What follows belongs to an exercise in optimizing a design on an open flow for small area, a short achievable clock period and few clock cycles; a production flow would make more cautious choices. At most, simulation tests tie the RTL to the original design; equivalence was not proved. Power figures rest on the tool's default switching activity, not on a simulated workload.

==> v14: inputs <==
==> flow/design.v (excerpt) <==
module sgd_dot_product (
    input  logic                             clk,
    input  logic                             rst_n,
    input  logic                             started,
    input  logic [sgd_pkg::CFG_W-1:0]        number_of_epochs,
    input  logic [sgd_pkg::CFG_W-1:0]        number_of_samples,
    input  logic [sgd_pkg::CFG_W-1:0]        dimension,
    input  logic [sgd_pkg::CFG_W-1:0]        number_of_bits,
    input  logic [sgd_pkg::A_WORD_W-1:0]     dispatch_axb_a_data,
    input  logic                             dispatch_axb_a_wr_en,
    output logic                             dispatch_axb_a_almost_full,
    input  logic [sgd_pkg::CREDIT_W-1:0]     x_wr_credit_counter,
    output logic [sgd_pkg::X_ADDR_W-1:0]     x_rd_addr,
    input  logic [sgd_pkg::X_WORD_W-1:0]     x_rd_data,
    output logic [sgd_pkg::NUM_BANKS*sgd_pkg::DOT_W-1:0] dot_product,   
    output logic [sgd_pkg::NUM_BANKS-1:0]    dot_product_valid
);
make LEC_CHECK=0 ABC_CLOCK_PERIOD_IN_PS=2500 CAP_MARGIN=20 CORE_MARGIN=2 CORE_UTILIZATION=40 SETUP_SLACK_MARGIN=2.0 SLEW_MARGIN=20 SYNTH_HIERARCHICAL=1 SYNTH_MINIMUM_KEEP_SIZE=0 finish   # period 5.0 ns
run.sh (not shown) runs the stock make flow with config.mk's settings and CLKGATE_MAP_FILE= SYNTH_SCRIPT=/design/flow/synth_recipe.tcl, a recipe that flattens the netlist after the stock synthesis.
==> inputs of v15, as changes to v14 <==
--- a/flow/design.v
+++ b/flow/design.v
@@ -32,18 +32,18 @@
     output logic [sgd_pkg::BIT_IDX_W-1:0] word_bit,     
     output logic                          word_first,   
     output logic                          word_last     
 );
     logic                  running;
     logic                  busy;        
     logic [BIT_IDX_W-1:0]  bit_idx;
     logic [X_ADDR_W-1:0]   chunk_idx;
-    logic [GROUP_W-1:0]    group_idx;   
-    logic [EPOCH_W-1:0]    epoch_idx;
+    logic [GROUP_W-1:0]    group_left;  
+    logic [EPOCH_W-1:0]    epoch_left;  
     logic [CREDIT_W-1:0]   credit_idx;  
     logic [BIT_IDX_W-1:0]  bits_last;
     logic [X_ADDR_W-1:0]   chunks_last;
     logic [8:0]            dim_m1;
     logic                  last_bit;
     logic                  last_chunk;
     logic                  last_group;
     logic                  last_epoch;
@@ -52,18 +52,18 @@
     logic                  empty_job;
     logic [CREDIT_W-1:0]   credit_next;
     assign bits_last   = number_of_bits[BIT_IDX_W-1:0] - 1'b1;   
     assign dim_m1      = dimension[8:0] - 1'b1;
     assign chunks_last = dim_m1[8:3];
     assign empty_job   = (number_of_epochs[EPOCH_W-1:0] == '0) || (number_of_samples == '0);
     assign last_bit   = (bit_idx == bits_last);
     assign last_chunk = (chunk_idx == chunks_last);
-    assign last_group = (group_idx + 1'b1 == number_of_samples[CFG_W-1:1]);
-    assign last_epoch = (epoch_idx + 1'b1 == number_of_epochs[EPOCH_W-1:0]);
+    assign last_group = (group_left == GROUP_W'(1));
+    assign last_epoch = (epoch_left == EPOCH_W'(1));
     assign accept    = wr_en && !almost_full;
     assign end_group = accept && last_bit && last_chunk;
     assign end_job   = end_group && last_group && last_epoch;
     assign credit_next = end_group ? credit_idx + 1'b1 : credit_idx;
     assign x_rd_addr  = chunk_idx;   
     assign word_bit   = bit_idx;
     assign word_first = (bit_idx == '0) && (chunk_idx == '0);
     assign word_last  = last_bit && last_chunk;
@@ -71,27 +71,29 @@
     begin
         if (!rst_n)
         begin
             busy        <= 1'b0;
             running     <= 1'b0;
             almost_full <= 1'b1;
             bit_idx     <= '0;
             chunk_idx   <= '0;
-            group_idx   <= '0;
-            epoch_idx   <= '0;
+            group_left  <= '0;
+            epoch_left  <= '0;
             credit_idx  <= '0;
         end
         else
         begin
             if (!busy)
             begin
                 if (started)
                 begin
                     busy        <= 1'b1;
+                    group_left  <= number_of_samples[CFG_W-1:1];
+                    epoch_left  <= number_of_epochs[EPOCH_W-1:0];
                     running     <= !empty_job;
                     almost_full <= empty_job || (x_wr_credit_counter == '0);
                 end
             end
             else
             begin
                 almost_full <= !running || end_job || (x_wr_credit_counter == credit_next);
                 if (end_job)
@@ -101,19 +103,19 @@
             if (accept)
             begin
                 bit_idx <= last_bit ? '0 : bit_idx + 1'b1;
                 if (last_bit)
                 begin
                     chunk_idx <= last_chunk ? '0 : chunk_idx + 1'b1;
                     if (last_chunk)
                     begin
-                        group_idx <= last_group ? '0 : group_idx + 1'b1;
+                        group_left <= last_group ? number_of_samples[CFG_W-1:1] : group_left - 1'b1;
                         if (last_group)
-                            epoch_idx <= epoch_idx + 1'b1;
+                            epoch_left <= epoch_left - 1'b1;
                     end
                 end
             end
         end
     end
 endmodule
 module full_adder (
     input  logic a,
@@ -135,17 +137,16 @@
     output logic [sgd_pkg::DOT_W-1:0]         dot_product
 );
     localparam int W = X_WIDTH;
     logic [W-1:0] m_n [BITS_PER_BANK];
     logic [W-1:0] s1, k1, s2, k2, s3, k3, s4, k4, s5, k5, u, v;
     logic [W-1:0] u_q, v_q;
     logic [W-1:0] sum_n;
     logic [W-1:0] sum_n_q;
-    logic signed [ACC_WIDTH-1:0] widened;
     logic signed [ACC_WIDTH-1:0] shifted;
     logic signed [ACC_WIDTH-1:0] term_q;
     logic signed [ACC_WIDTH-1:0] acc;
     always_comb
         for (int j = 0; j < BITS_PER_BANK; j++)
             m_n[j] = ~({W{a_bits[j]}} & x_data[j*W +: W]);
     generate
         for (genvar i = 0; i < W - 1; i++)                                     
@@ -196,18 +197,29 @@
     always_ff @(posedge clk)
     begin
         u_q <= u;
         v_q <= v;
     end
     assign sum_n = W'(({u_q, 1'b1} + {v_q, 1'b1}) >> 1);
     always_ff @(posedge clk)
         sum_n_q <= sum_n;
-    assign widened = {~sum_n_q, {FRAC_BITS{1'b0}}};            
-    assign shifted = widened >>> ({1'b0, sum_bit} + 6'd1);     
+    logic [ACC_WIDTH-1:0] sh [6];
+    assign sh[0] = {~sum_n_q[W-1], ~sum_n_q, {(FRAC_BITS-1){1'b0}}};
+    for (genvar k = 0; k < BIT_IDX_W; k++)
+    begin : g_shift
+        for (genvar i = 0; i < ACC_WIDTH; i++)
+        begin : g_bit
+            if (i + (1 << k) < ACC_WIDTH)
+                assign sh[k+1][i] = sum_bit[k] ? sh[k][i + (1 << k)] : sh[k][i];
+            else
+                assign sh[k+1][i] = sum_bit[k] ? sh[k][ACC_WIDTH-1] : sh[k][i];
+        end
+    end
+    assign shifted = sh[BIT_IDX_W];
     always_ff @(posedge clk)
         term_q <= shifted;
     always_ff @(posedge clk)
         acc <= (term_first ? '0 : acc) + term_q;
     assign dot_product = acc[ACC_WIDTH-1 -: DOT_W];   
 endmodule
 import sgd_pkg::*;
 module sgd_dot_product (
==> flow/flow/run.sh (new file) <==
#!/bin/bash
# The standard layout (standard.sh, the standard flow's own ORFS flow), except that
# the port buffers are the plain sky130_fd_sc_hd__buf_1 rather than the
# buffer_ports default (a delay buffer); every port still gets one.
set -euo pipefail
echo 'export BUFFER_PORTS_ARGS = -buffer_cell sky130_fd_sc_hd__buf_1' >> config.mk
export BUFFER_PORTS_ARGS="-buffer_cell sky130_fd_sc_hd__buf_1"
cp standard.sh standard_sh.txt
bash standard.sh > standard.log 2>&1
==> flow/standard.sh (new file) <==
#!/bin/bash
# synth_recipe.tcl (not shown) runs the flow's synth.tcl, then flattens the netlist and writes it again
# the make line also repeats each setting of config.mk as NAME=value (left out here)
make -C /OpenROAD-flow-scripts/flow DESIGN_CONFIG=/design/flow/config.mk WORK_HOME=/design/flow/orfs CLKGATE_MAP_FILE= SYNTH_SCRIPT=/design/flow/synth_recipe.tcl "${@:-finish}"
- ABC_CLOCK_PERIOD_IN_PS: 2500 -> unset
- BUFFER_PORTS_ARGS: unset -> -buffer_cell sky130_fd_sc_hd__buf_1
- CORE_UTILIZATION: 40 -> 50
- CTS_BUF_LIST: unset -> sky130_fd_sc_hd__clkbuf_8
- CTS_CLUSTER_SIZE: unset -> 30
- SETUP_SLACK_MARGIN: 2.0 -> 2.5
removed: flow/run.sh
==> summary.txt <==
| item | v15 | v14 |
|---|---|---|
| Sequential-cell power consumption | 4.93 mW | 5.01 mW |
| Die Span X | 260 um | 298 um |
| Placed Cells incl. Taps | 4633 | 5220 |
| Met3 Wirelength | 9740 um | 7230 um |
| Multi-input gate share of total cell area | 60.0% | 59.3% |
| Initial standard-cell utilization of the core | 50.7% | 40.4% |
| Seq/Total Area, Yosys | 26.6% | 25.2% |
| Setup skew after layout | 0.0559 ns | 0.0422 ns |
| Launching point of the worst reg2reg path | a_word[9] | u_ctrl.group_idx[14] |
| Switching part of the total power | 39.8% | 38.9% |
| Detailed-route via count | 29500 | 29300 |
| Clock group | 3.87 mW | 4.01 mW |
| Result of the run | timing/DRC/antenna clean | timing/DRC/antenna clean |
| Arrival time of data at the critical path endpoint | 3.57 ns | 3.72 ns |
| Fraction of synthesized cell area taken by the top area cell type | 26.6% | 25.2% |
| End of the worst hold path | bit_q[1][4] | g_bank[1].u_bank.sum_n_q[0] |
| # diodes | 13 | 3 |
| Cell Area, Synth | 0.0327 mm2 | 0.0345 mm2 |
| Met1 layer usage reported by global route | 43.2% | 31.5% |
| Sum of routed wire length over all layers | 118000 um | 108000 um |
Testbench counts of v15, summed over its fixed seeds: cycles 30,616.
Only the layout flow was run in v14; the RTL was not checked for function there.

## static timing again, ports no longer ideal
In the flow no input, the clock included, has a driving cell. The finished layouts below were timed again as built, in two steps.
Step 1 (the two cells are an assumption about what drives the block):
set clk [get_ports {clk}]
set_driving_cell -lib_cell sky130_fd_sc_hd__clkbuf_16 $clk
set_driving_cell -lib_cell sky130_fd_sc_hd__buf_2 [delete_from_list [all_inputs] $clk]
Step 2 times the ports against the registers' clock, not the clock port: input delays grow and output delays shrink by t, the midpoint of the rising clock arrivals with the driver on.
Slacks: no drivers / after step 1 / after step 2; pairs: no drivers / after step 1.
| run | shift t [ns] | setup WS [ns] | worst slew at a driven data input, ns | cell pins on the clock port's net |
|---|---|---|---|---|
| v14 | 0.665 | 1.807 / 1.821 / 1.186 | 0.14 | 1 |
| v15 | 0.715 | 1.946 / 1.946 / 1.262 | 0.16 | 1 |
After both steps every run listed still meets setup and hold. For v15, which loses most, drivers alone change the setup slack by 0.000 ns; drivers and shift together by -0.684 ns.
